What follows belongs to an exercise in optimizing a design on an open flow for small area, a short achievable clock period and few clock cycles; a production flow would make more cautious choices.
Only simulation tests tie the RTL to the original design; equivalence was not proved.
No activity file was given, so power comes from the tool's default toggle rates.

===== flow/config.mk =====
export PLATFORM = sky130hd
export DESIGN_NAME = toroidal_life_generation_step
export DESIGN_NICKNAME = toroidal_life_generation_step
export VERILOG_FILES = /design/flow/design.v
export SDC_FILE = /design/flow/constraint.sdc
export NUM_CORES = 4
export LEC_CHECK = 0
export CAP_MARGIN = 20
export CORE_MARGIN = 2
export CORE_UTILIZATION = 30
export SLEW_MARGIN = 20

===== flow/constraint.sdc =====
create_clock -name core_clock -period 8.0 [get_ports {clk}]
set_input_delay 1.6000 -clock core_clock [delete_from_list [all_inputs] [get_ports {clk}]]
set_output_delay 1.6000 -clock core_clock [all_outputs]
set_load 0.01 [all_outputs]

===== flow/design.v =====
package tlg_pkg;
	localparam int MAX_WIDTH  = 32;
	localparam int MAX_HEIGHT = 32;
	localparam int COL_W      = $clog2(MAX_WIDTH);
	localparam int ROW_W      = $clog2(MAX_HEIGHT);
	localparam int SIZE_W     = 7;
	localparam int CELL_W     = 2;
	localparam int COL_BITS   = MAX_HEIGHT * CELL_W;
	localparam logic [CELL_W-1:0] CELL_DEAD  = 2'd0;
	localparam logic [CELL_W-1:0] CELL_BORN  = 2'd1;
	localparam logic [CELL_W-1:0] CELL_ALIVE = 2'd2;
	localparam logic [CELL_W-1:0] CELL_DYING = 2'd3;
	localparam logic [1:0] KIND_WRITE = 2'd0;
	localparam logic [1:0] KIND_READ  = 2'd1;
	localparam logic [1:0] KIND_STEP  = 2'd2;
	localparam logic [1:0] KIND_NONE  = 2'd3;
	function automatic logic [4:0] clamp_m1(input logic [SIZE_W-1:0] v);
		logic [4:0] r;
		if (v < SIZE_W'(3)) begin
			r = 5'd2;
		end else if (v > SIZE_W'(32)) begin
			r = 5'd31;
		end else begin
			r = 5'(v - SIZE_W'(1));
		end
		clamp_m1 = r;
	endfunction
endpackage
module tlg_ram (
	input  logic                          clk,
	input  logic [tlg_pkg::COL_BITS-1:0]  d1,
	input  logic [tlg_pkg::COL_BITS-1:0]  d2,
	output logic [tlg_pkg::COL_BITS-1:0]  slot0,
	output logic [tlg_pkg::COL_BITS-1:0]  slot1
);
	localparam int S = tlg_pkg::MAX_WIDTH;
	logic [S-1:0][tlg_pkg::COL_BITS-1:0] ring_q;
	always_ff @(posedge clk) begin
		ring_q[0] <= ring_q[S-1];
		ring_q[1] <= d1;
		ring_q[2] <= d2;
		for (int k = 3; k < S; k++) begin
			ring_q[k] <= ring_q[k-1];
		end
	end
	assign slot0 = ring_q[0];
	assign slot1 = ring_q[1];
endmodule
module tlg_rule (
	input  logic [tlg_pkg::CELL_W-1:0] centre,
	input  logic [3:0]                 t,
	output logic [tlg_pkg::CELL_W-1:0] next_cell
);
	logic live, t3, t4;
	assign live = centre[0] ^ centre[1];
	assign t3   = t == 4'd3;
	assign t4   = t == 4'd4;
	assign next_cell[1] = live;
	assign next_cell[0] = live ? !(t3 || t4) : t3;
endmodule
module tlg_cell (
	input  logic [tlg_pkg::MAX_HEIGHT-1:0]  left,
	input  logic [tlg_pkg::COL_BITS-1:0]    centre,
	input  logic [tlg_pkg::MAX_HEIGHT-1:0]  right,
	input  logic [tlg_pkg::ROW_W-1:0]       hm1,
	output logic [tlg_pkg::COL_BITS-1:0]    next_col
);
	localparam int H = tlg_pkg::MAX_HEIGHT;
	logic [H-1:0]      live_c;
	logic [H-1:0][1:0] hs;
	logic [H-1:0][1:0] hu, hd;
	logic [1:0]        h_last;
	for (genvar r = 0; r < H; r++) begin : g_h
		assign live_c[r] = centre[2*r] ^ centre[2*r+1];
		assign hs[r]     = 2'(left[r]) + 2'(live_c[r]) + 2'(right[r]);
	end
	assign h_last = hs[hm1];
	for (genvar r = 0; r < H; r++) begin : g_row
		logic [3:0] t;
		logic [1:0] nx;
		if (r == 0) begin : g_first
			assign hu[r] = h_last;
		end else begin : g_mid
			assign hu[r] = hs[r-1];
		end
		assign hd[r] = (hm1 == 5'(r)) ? hs[0] : hs[(r + 1) % H];
		assign t = 4'(hu[r]) + 4'(hs[r]) + 4'(hd[r]);
		tlg_rule u_rule (
			.centre    (centre[2*r +: 2]),
			.t         (t),
			.next_cell (nx)
		);
		assign next_col[2*r +: 2] = (5'(r) <= hm1) ? nx : centre[2*r +: 2];
	end
endmodule
module toroidal_life_generation_step (
	input  logic        clk,
	input  logic        arst_n,
	input  logic        cfg_we,
	input  logic        cfg_index,
	input  logic [6:0]  cfg_data,
	input  logic        s_tvalid,
	output logic        s_tready,
	input  logic [15:0] s_tdata,    
	input  logic [1:0]  s_tuser,    
	output logic        m_tvalid,
	input  logic        m_tready,
	output logic [7:0]  m_tdata     
);
	localparam int H  = tlg_pkg::MAX_HEIGHT;
	localparam int CB = tlg_pkg::COL_BITS;
	localparam int CW = tlg_pkg::COL_W;
	localparam int RW = tlg_pkg::ROW_W;
	localparam int QD = 3;    
	localparam logic [1:0] G_WAIT  = 2'd0;
	localparam logic [1:0] G_ARMED = 2'd1;
	localparam logic [1:0] G_RUN   = 2'd2;
	logic [CW-1:0] wm1_q;
	logic [RW-1:0] hm1_q;
	logic          clr_q;
	logic [CW-1:0] pcol_q;
	logic          v1_q;
	logic [1:0]    kind1_q;
	logic [RW-1:0] row1_q;
	logic [CW-1:0] col1_q;
	logic [1:0]    wd1_q;
	logic [1:0]    gst_q;
	logic [1:0]    cnt_q;
	logic [QD-1:0][1:0] q_q;
	logic [H-1:0]  prev_q, sw_q, s0_q;
	logic          accept, hit, is_rd, is_wr, is_step, wr_hit, rd_hit, done1;
	logic          gen_go, gen_end, pop;
	logic [CW-1:0] k1;
	logic [CB-1:0] slot0, slot1, d1, d2, gen_col;
	logic [H-1:0]  live0, live1, left, right;
	logic [1:0]    rd_val;
	assign k1      = pcol_q - CW'(1);
	assign hit     = pcol_q == col1_q;
	assign is_rd   = kind1_q == tlg_pkg::KIND_READ;
	assign is_wr   = kind1_q == tlg_pkg::KIND_WRITE;
	assign is_step = kind1_q == tlg_pkg::KIND_STEP;
	assign wr_hit  = v1_q && is_wr && hit;
	assign rd_hit  = v1_q && is_rd && hit;
	assign gen_go  = v1_q && is_step && ((gst_q == G_ARMED && k1 == '0) || gst_q == G_RUN);
	assign gen_end = gen_go && k1 == wm1_q;
	assign done1   = wr_hit || rd_hit || gen_end || (v1_q && kind1_q == tlg_pkg::KIND_NONE);
	assign s_tready = (!v1_q || done1) && (cnt_q + 2'(v1_q && is_rd) < 2'(QD));
	assign accept   = s_tvalid && s_tready;
	assign pop      = m_tready && cnt_q != '0;
	always_ff @(posedge clk or negedge arst_n) begin
		if (!arst_n) begin
			wm1_q <= CW'(tlg_pkg::MAX_WIDTH - 1);
			hm1_q <= RW'(H - 1);
		end else if (cfg_we) begin
			if (cfg_index) begin
				hm1_q <= tlg_pkg::clamp_m1(cfg_data);
			end else begin
				wm1_q <= tlg_pkg::clamp_m1(cfg_data);
			end
		end
	end
	always_ff @(posedge clk or negedge arst_n) begin
		if (!arst_n) begin
			clr_q  <= 1'b1;
			pcol_q <= '0;
			v1_q   <= 1'b0;
			gst_q  <= G_WAIT;
			cnt_q  <= '0;
		end else begin
			pcol_q <= pcol_q + CW'(1);
			if (pcol_q == '1) begin
				clr_q <= 1'b0;
			end
			v1_q  <= accept || (v1_q && !done1);
			cnt_q <= cnt_q - 2'(pop) + 2'(rd_hit);
			if (!(v1_q && is_step) || gen_end) begin
				gst_q <= G_WAIT;
			end else if (gst_q == G_WAIT && k1 == wm1_q) begin
				gst_q <= G_ARMED;
			end else if (gen_go) begin
				gst_q <= G_RUN;
			end
		end
	end
	always_ff @(posedge clk) begin
		if (accept) begin
			kind1_q <= s_tuser;
			row1_q  <= s_tdata[10:6];
			col1_q  <= s_tdata[4:0];
			wd1_q   <= s_tdata[13:12];
		end
	end
	always_comb begin
		for (int r = 0; r < H; r++) begin
			if (wr_hit && row1_q == RW'(r)) begin
				d1[2*r +: 2] = wd1_q;
			end else if (clr_q) begin
				d1[2*r +: 2] = tlg_pkg::CELL_DEAD;
			end else begin
				d1[2*r +: 2] = slot0[2*r +: 2];
			end
		end
	end
	assign d2 = gen_go ? gen_col : slot1;
	tlg_ram u_grid (
		.clk   (clk),
		.d1    (d1),
		.d2    (d2),
		.slot0 (slot0),
		.slot1 (slot1)
	);
	always_comb begin
		for (int r = 0; r < H; r++) begin
			live0[r] = slot0[2*r] ^ slot0[2*r+1];
			live1[r] = slot1[2*r] ^ slot1[2*r+1];
		end
	end
	always_ff @(posedge clk) begin
		prev_q <= live1;
		if (k1 == wm1_q) begin
			sw_q <= live1;
		end
		if (k1 == '0) begin
			s0_q <= live1;
		end
	end
	assign left  = (k1 == '0) ? sw_q : prev_q;
	assign right = (k1 == wm1_q) ? s0_q : live0;
	tlg_cell u_gen (
		.left     (left),
		.centre   (slot1),
		.right    (right),
		.hm1      (hm1_q),
		.next_col (gen_col)
	);
	assign rd_val = clr_q ? tlg_pkg::CELL_DEAD : slot0[2*row1_q +: 2];
	always_ff @(posedge clk) begin
		for (int i = 0; i < QD; i++) begin
			if (rd_hit && 2'(i) == cnt_q - 2'(pop)) begin
				q_q[i] <= rd_val;
			end else if (pop) begin
				q_q[i] <= (i < QD - 1) ? q_q[(i + 1) % QD] : q_q[i];
			end
		end
	end
	assign m_tvalid = cnt_q != '0;
	assign m_tdata  = {6'd0, q_q[0]};
endmodule

===== flow/run.sh =====
#!/bin/bash
# synth_recipe.tcl (not shown) runs the flow's synth.tcl, then flattens the netlist and writes it again
# the make line also repeats each setting of config.mk as NAME=value (left out here)
make -C /OpenROAD-flow-scripts/flow DESIGN_CONFIG=/design/flow/config.mk WORK_HOME=/design/flow/orfs CLKGATE_MAP_FILE= SYNTH_SCRIPT=/design/flow/synth_recipe.tcl finish

==> flow_summary.html <==
<table>
<tr><th>Metric</th><th>Value</th></tr>
<tr><th colspan="2">Critical path</th></tr>
<tr><td>Max FO, Critical Path</td><td>28</td></tr>
<tr><td>CP Data Arrival Time</td><td>a little under 7000 ps</td></tr>
<tr><td>Worst-path cell chain</td><td>inv_1, ha_1, xor2_1, xnor2_1, and4_4, buf_4, nor2_1, a21oi_1, fa_1, mux4_2, mux4_2, mux2i_1, ha_1, fa_1, fa_1, nor2_1, a21oi_1, o21ai_0, o41ai_1</td></tr>
<tr><td>Crit-path max cell delay</td><td>600 ps</td></tr>
<tr><td>Slowest stage cell, crit path</td><td>sky130_fd_sc_hd__fa_1</td></tr>
<tr><td>Worst flop-to-flop path startpoint</td><td>pcol_q[0]</td></tr>
<tr><td>Worst flop-to-flop path endpoint</td><td>u_grid.ring_q[128]</td></tr>
<tr><td>CP Launch Point</td><td>pcol_q[0]</td></tr>
<tr><td>Sum of buffers and inverters on the critical path</td><td>2</td></tr>
<tr><td>Worst path required time</td><td>8710 ps</td></tr>
<tr><td>Cell family with most CP delay</td><td>adder cells</td></tr>
<tr><td>Worst reg2reg setup slack</td><td>1820 ps</td></tr>
<tr><td>Most frequent CP cell</td><td>sky130_fd_sc_hd__fa_1</td></tr>
<tr><td>Path depth of the worst reg2reg path</td><td>19</td></tr>
<tr><td>Startpoint Class</td><td>register</td></tr>
<tr><td>Worst setup EP type</td><td>register</td></tr>
<tr><td>Critical setup path kind</td><td>reg2reg</td></tr>
<tr><th colspan="2">Synth</th></tr>
<tr><td>Prevailing post-synth register cell</td><td>sky130_fd_sc_hd__dfxtp_1</td></tr>
<tr><td>Post-Synthesis Cells</td><td>3822</td></tr>
<tr><td>Post-synth top area cell</td><td>sky130_fd_sc_hd__dfxtp_1</td></tr>
<tr><td>Synth top area share</td><td>72.6%</td></tr>
<tr><td>Mapped cell area</td><td>57400 um^2</td></tr>
<tr><td>Synthesized area per cell</td><td>~15 um^2</td></tr>
<tr><td>Number of enable-type register cells in the synthesized netlist</td><td>84</td></tr>
<tr><td>Most frequent cells after synthesis</td><td>sky130_fd_sc_hd__dfxtp_1 (2080), sky130_fd_sc_hd__inv_1 (228), sky130_fd_sc_hd__a21oi_1 (127), sky130_fd_sc_hd__ha_1 (105), sky130_fd_sc_hd__nor2_1 (104)</td></tr>
<tr><td>Most common cell in the synthesized netlist</td><td>sky130_fd_sc_hd__dfxtp_1</td></tr>
<tr><td>Sequential cell area fraction in the yosys report</td><td>between 70 and 80%</td></tr>
<tr><td>Top cells by area, synth</td><td>sky130_fd_sc_hd__dfxtp_1 (73%), sky130_fd_sc_hd__edfxtp_1 (4.4%), sky130_fd_sc_hd__fa_1 (3.4%)</td></tr>
<tr><td>Share of flip-flops with an asynchronous set or reset after synthesis</td><td>0.961%</td></tr>
<tr><td>Number of register bits inferred by synthesis</td><td>~2200</td></tr>
<tr><td>Count of cell types in the netlist</td><td>65</td></tr>
<tr><td>Synthesis warning total</td><td>2</td></tr>
<tr><th colspan="2">Layout</th></tr>
<tr><td>Footprint of the flip-flops and latches</td><td>~45000 um^2</td></tr>
<tr><td>Layout net count</td><td>4214</td></tr>
<tr><td>Layout cells sized above 1</td><td>11.5%</td></tr>
<tr><td>Fillers</td><td>17993</td></tr>
<tr><td>Area growth, synth to finish</td><td>16.6%</td></tr>
<tr><td>Area used by multi-input combinational logic</td><td>11400 um^2</td></tr>
<tr><th colspan="2">Power and ir drop</th></tr>
<tr><td>Share of total power consumed by net switching</td><td>roughly a fifth</td></tr>
<tr><td>Switching power summed over all nets</td><td>0.00427 W</td></tr>
<tr><td>Max VDD drop</td><td>0.000187 V</td></tr>
<tr><td>Total power density per cell area</td><td>305 nW/um^2</td></tr>
<tr><td>Total internal power</td><td>0.0161 W</td></tr>
<tr><td>Reg power frac</td><td>54.2%</td></tr>
<tr><td>Clock share of power</td><td>a little over two fifths</td></tr>
<tr><td>Leakage Power</td><td>27.2 nW</td></tr>
<tr><td>Part of the total power dissipated in combinational logic</td><td>2.2%</td></tr>
<tr><th colspan="2">Floorplanning</th></tr>
<tr><td>Number of top-level design ports</td><td>41</td></tr>
<tr><td>DIE AREA</td><td>195000 um^2</td></tr>
<tr><td>Initial core utilization</td><td>between 30% and 40%</td></tr>
<tr><td>Die outline width</td><td>~440 um</td></tr>
<tr><td>Row count</td><td>160</td></tr>
<tr><td>Placeable core region</td><td>190000 um^2</td></tr>
<tr><td>Die boundary height</td><td>441 um</td></tr>
<tr><th colspan="2">Routing</th></tr>
<tr><td>Final ANT Viol Nets</td><td>0</td></tr>
<tr><td>Number of detailed-routing iterations run before antenna repair</td><td>5</td></tr>
<tr><td>Number of design rule violations left after detail routing</td><td>0</td></tr>
<tr><td>Post-Route WL</td><td>96100 um</td></tr>
<tr><td>Per-cell routed wire length</td><td>14.5 um</td></tr>
<tr><td>Via count</td><td>26381</td></tr>
<tr><td>Routed via count divided by cell count</td><td>3.97</td></tr>
<tr><td>Drt initial violations</td><td>roughly 1400</td></tr>
<tr><th colspan="2">Clock tree</th></tr>
<tr><td>Cts bufs inserted</td><td>roughly 190</td></tr>
<tr><td>Clock latency of the later-clocked register in the worst-skew pair</td><td>830 ps</td></tr>
<tr><td>Clock-pin slew on the worst setup and hold paths</td><td>about 70 ps</td></tr>
<tr><td>Post-cts gate resize count</td><td>0</td></tr>
<tr><td>Clock root buffer</td><td>sky130_fd_sc_hd__clkbuf_16</td></tr>
<tr><td>TritonCTS Sinks</td><td>2185</td></tr>
<tr><td>CTS Hold Buffers Added</td><td>0</td></tr>
<tr><td>Number of buffers inserted to repair setup after CTS</td><td>0</td></tr>
<tr><td>CTS tree</td><td>built</td></tr>
<tr><td>Number of buffers on the longest clock path</td><td>3</td></tr>
<tr><td>H-tree depth reported by CTS</td><td>4</td></tr>
<tr><th colspan="2">GRT</th></tr>
<tr><td>Largest net degree at the start of global routing</td><td>58</td></tr>
<tr><td>Wire length of the first global-routing pass</td><td>149000 um</td></tr>
<tr><td>Gr ovfl total</td><td>0</td></tr>
<tr><td>Overall track demand over capacity in global routing</td><td>9.97%</td></tr>
<tr><td>Initial antenna violation count</td><td>6</td></tr>
<tr><td>Vias in the first global route</td><td>26485</td></tr>
<tr><th colspan="2">STA</th></tr>
<tr><td>Final period utilization</td><td>77.2%</td></tr>
<tr><td>Actual slew at the worst max-slew pin</td><td>1180 ps</td></tr>
<tr><td>Final count of pins violating max slew</td><td>0</td></tr>
<tr><td>Maximum clock frequency</td><td>162 MHz</td></tr>
<tr><td>Hold slack</td><td>286 ps</td></tr>
<tr><td>Final period demand of the worst path</td><td>6180 ps</td></tr>
<tr><td>Accumulated negative setup slack</td><td>0 ps</td></tr>
<tr><td>Worst max-slew margin expressed relative to the limit</td><td>21.1%</td></tr>
<tr><td>RSZ-0062 raised after global routing</td><td>no</td></tr>
<tr><td>Clock Skew</td><td>74.3 ps</td></tr>
<tr><td>Hold Violations, Final</td><td>0</td></tr>
<tr><td>Setup-failing EPs final</td><td>0</td></tr>
<tr><th colspan="2">Placement</th></tr>
<tr><td>Port buffer count</td><td>30</td></tr>
<tr><td>RePlAce Congestion</td><td>approximately 0.84</td></tr>
<tr><td>DP Wirelength</td><td>62500 um</td></tr>
<tr><th colspan="2">Hold path</th></tr>
<tr><td>Cell count of the worst hold path</td><td>0</td></tr>
<tr><td>Kind of path behind the tightest hold check</td><td>reg2reg</td></tr>
<tr><td>Startpoint of the most critical hold path</td><td>u_grid.ring_q[461]</td></tr>
<tr><td>End point of the most critical hold path</td><td>u_grid.ring_q[525]</td></tr>
<tr><th colspan="2">Run</th></tr>
<tr><td>Max-capacitance violation count</td><td>0</td></tr>
<tr><th colspan="2">Status</th></tr>
<tr><td>Status</td><td>finished clean</td></tr>
</table>
-- worst max-delay path by stage --
stage                          to  slack, ps  depth (start not counted)
2_1_floorplan  u_grid.ring_q[128]       2260                         20
3_3_place_gp   u_grid.ring_q[128]       1900                         19
3_5_place_dp   u_grid.ring_q[128]       1840                         19
4_1_cts        u_grid.ring_q[128]       1790                         19
5_1_grt        u_grid.ring_q[128]       1440                         19
6_report       u_grid.ring_q[128]       1820                         19
-- power groups by stage --
stage	Sequential, W	Clock, W	Combinational [W]
after floorplan	0.0113	0	0.000268
after global placement	0.0113	0	0.000443
after detailed placement	0.0113	0	0.000449
after CTS	0.0111	0.00915	0.000450
after global routing	0.0111	0.00964	0.000475
final	0.0111	0.00889	0.000449
-- stage by stage --
stage	instances	worst slack, ps	utilization, %	total power [W]	area (um^2)
after floorplan	3827	2260	-	0.0115	57400
after global placement	6305	1900	31.9	0.0117	60600
after detailed placement	6305	1840	31.9	0.0118	60600
after CTS	6641	1790	35.2	0.0207	66800
after global routing	6642	1440	35.2	0.0212	66900
final	6648	1820	35.2	0.0204	66900
-- area by class of cell --
type | instances | share of cell area (%)
well taps | 2511 | 4.70
flip-flops and latches | 2185 | 66.8
repair buffers | 50 | 0.698
clock inverters | 72 | 1.26
multi-input cells | 1332 | 17.1
clock buffers | 264 | 8.13
inverters | 228 | 1.28
diodes | 6 | 0.0225
-- routing by layer --
layer  vias up  global-route usage, %  part of all wire (%)  wire, um
met5         -                      0                     0         0
met1     12747                   13.7                    49     46700
met2       593                   14.7                    42     40400
met3       194                   2.60                   6.0      5790
met4         0                   4.40                   3.3      3190
li1      12847                      -                     -         -
-- cell families (layout without fill, tap and decap cells) --
logic type | count (synthesis) | in the layout | share of synthesized area [%]
xor gates and xnor gates | 117 | 117 | 1.81
AOI/OAI and AO/OA | 343 | 343 | 3.70
adders and majority gates | 201 | 201 | 5.64
DFF | 2185 | 2185 | 77.9
and+or+nand+nor | 465 | 465 | 4.28
other | 1 | 12 | 0.00654
muxes | 200 | 200 | 4.40
buffers and inverters | 310 | 614 | 2.22
-- registers in the layout (all words and copies together), names as in the netlist --
signal         count
q_q                6
wd1_q              2
row1_q             5
clr_q              1
kind1_q            2
gst_q              2
pcol_q             5
col1_q             5
v1_q               1
s0_q              32
hm1_q              5
u_grid.ring_q   2048
prev_q            32
sw_q              32
cnt_q              2
wm1_q              5
-- cells in the final DEF (no fill, tap or decap), types with 11 or more instances in the layout --
cell	count
sky130_fd_sc_hd__a211oi_1	15
sky130_fd_sc_hd__a21o_1	31
sky130_fd_sc_hd__a21oi_1	127
sky130_fd_sc_hd__a31oi_1	31
sky130_fd_sc_hd__a41o_1	13
sky130_fd_sc_hd__and3_1	20
sky130_fd_sc_hd__buf_4	18
sky130_fd_sc_hd__clkbuf_1	36
sky130_fd_sc_hd__clkbuf_16	192
sky130_fd_sc_hd__clkbuf_8	36
sky130_fd_sc_hd__clkdlybuf4s50_1	30
sky130_fd_sc_hd__clkinv_2	29
sky130_fd_sc_hd__dfstp_2	11
sky130_fd_sc_hd__dfxtp_1	2080
sky130_fd_sc_hd__edfxtp_1	84
sky130_fd_sc_hd__fa_1	96
sky130_fd_sc_hd__ha_1	105
sky130_fd_sc_hd__inv_1	227
sky130_fd_sc_hd__mux2_2	92
sky130_fd_sc_hd__mux2i_1	73
sky130_fd_sc_hd__mux4_2	32
sky130_fd_sc_hd__nand2_1	72
sky130_fd_sc_hd__nand2b_1	40
sky130_fd_sc_hd__nand3_1	58
sky130_fd_sc_hd__nand3b_1	15
sky130_fd_sc_hd__nor2_1	103
sky130_fd_sc_hd__nor2b_1	79
sky130_fd_sc_hd__nor3_1	24
sky130_fd_sc_hd__nor3b_1	14
sky130_fd_sc_hd__o21ai_0	69
sky130_fd_sc_hd__xnor2_1	96
sky130_fd_sc_hd__xor2_1	20
Testbench counts, summed over its fixed seeds: cycles 14,175.

[afterwards: timing with drivers on the ports]
How much do the figures lean on ideal ports? The routed layout below was timed once more, with nothing changed but the port constraints.
Step 1 assumes that a clkbuf_16 drives the clock port and a buf_2 every other input.
Step 2 times the ports against the registers' clock, not the clock port: input delays grow and output delays shrink by t, the midpoint of the rising clock arrivals with the driver on.
Three values: ideal, step 1, step 2; two values: the first two.
t (ns): 0.862
setup slack, ns: 1.821 / 1.821 / 1.821
latest minus earliest clock arrival (ns): 0.075 / 0.074
worst data-port slew with drivers (ns): 0.05
After both steps this run still meets setup and hold. For this run, drivers alone change the setup slack by 0.000 ns; drivers and shift together by 0.000 ns.
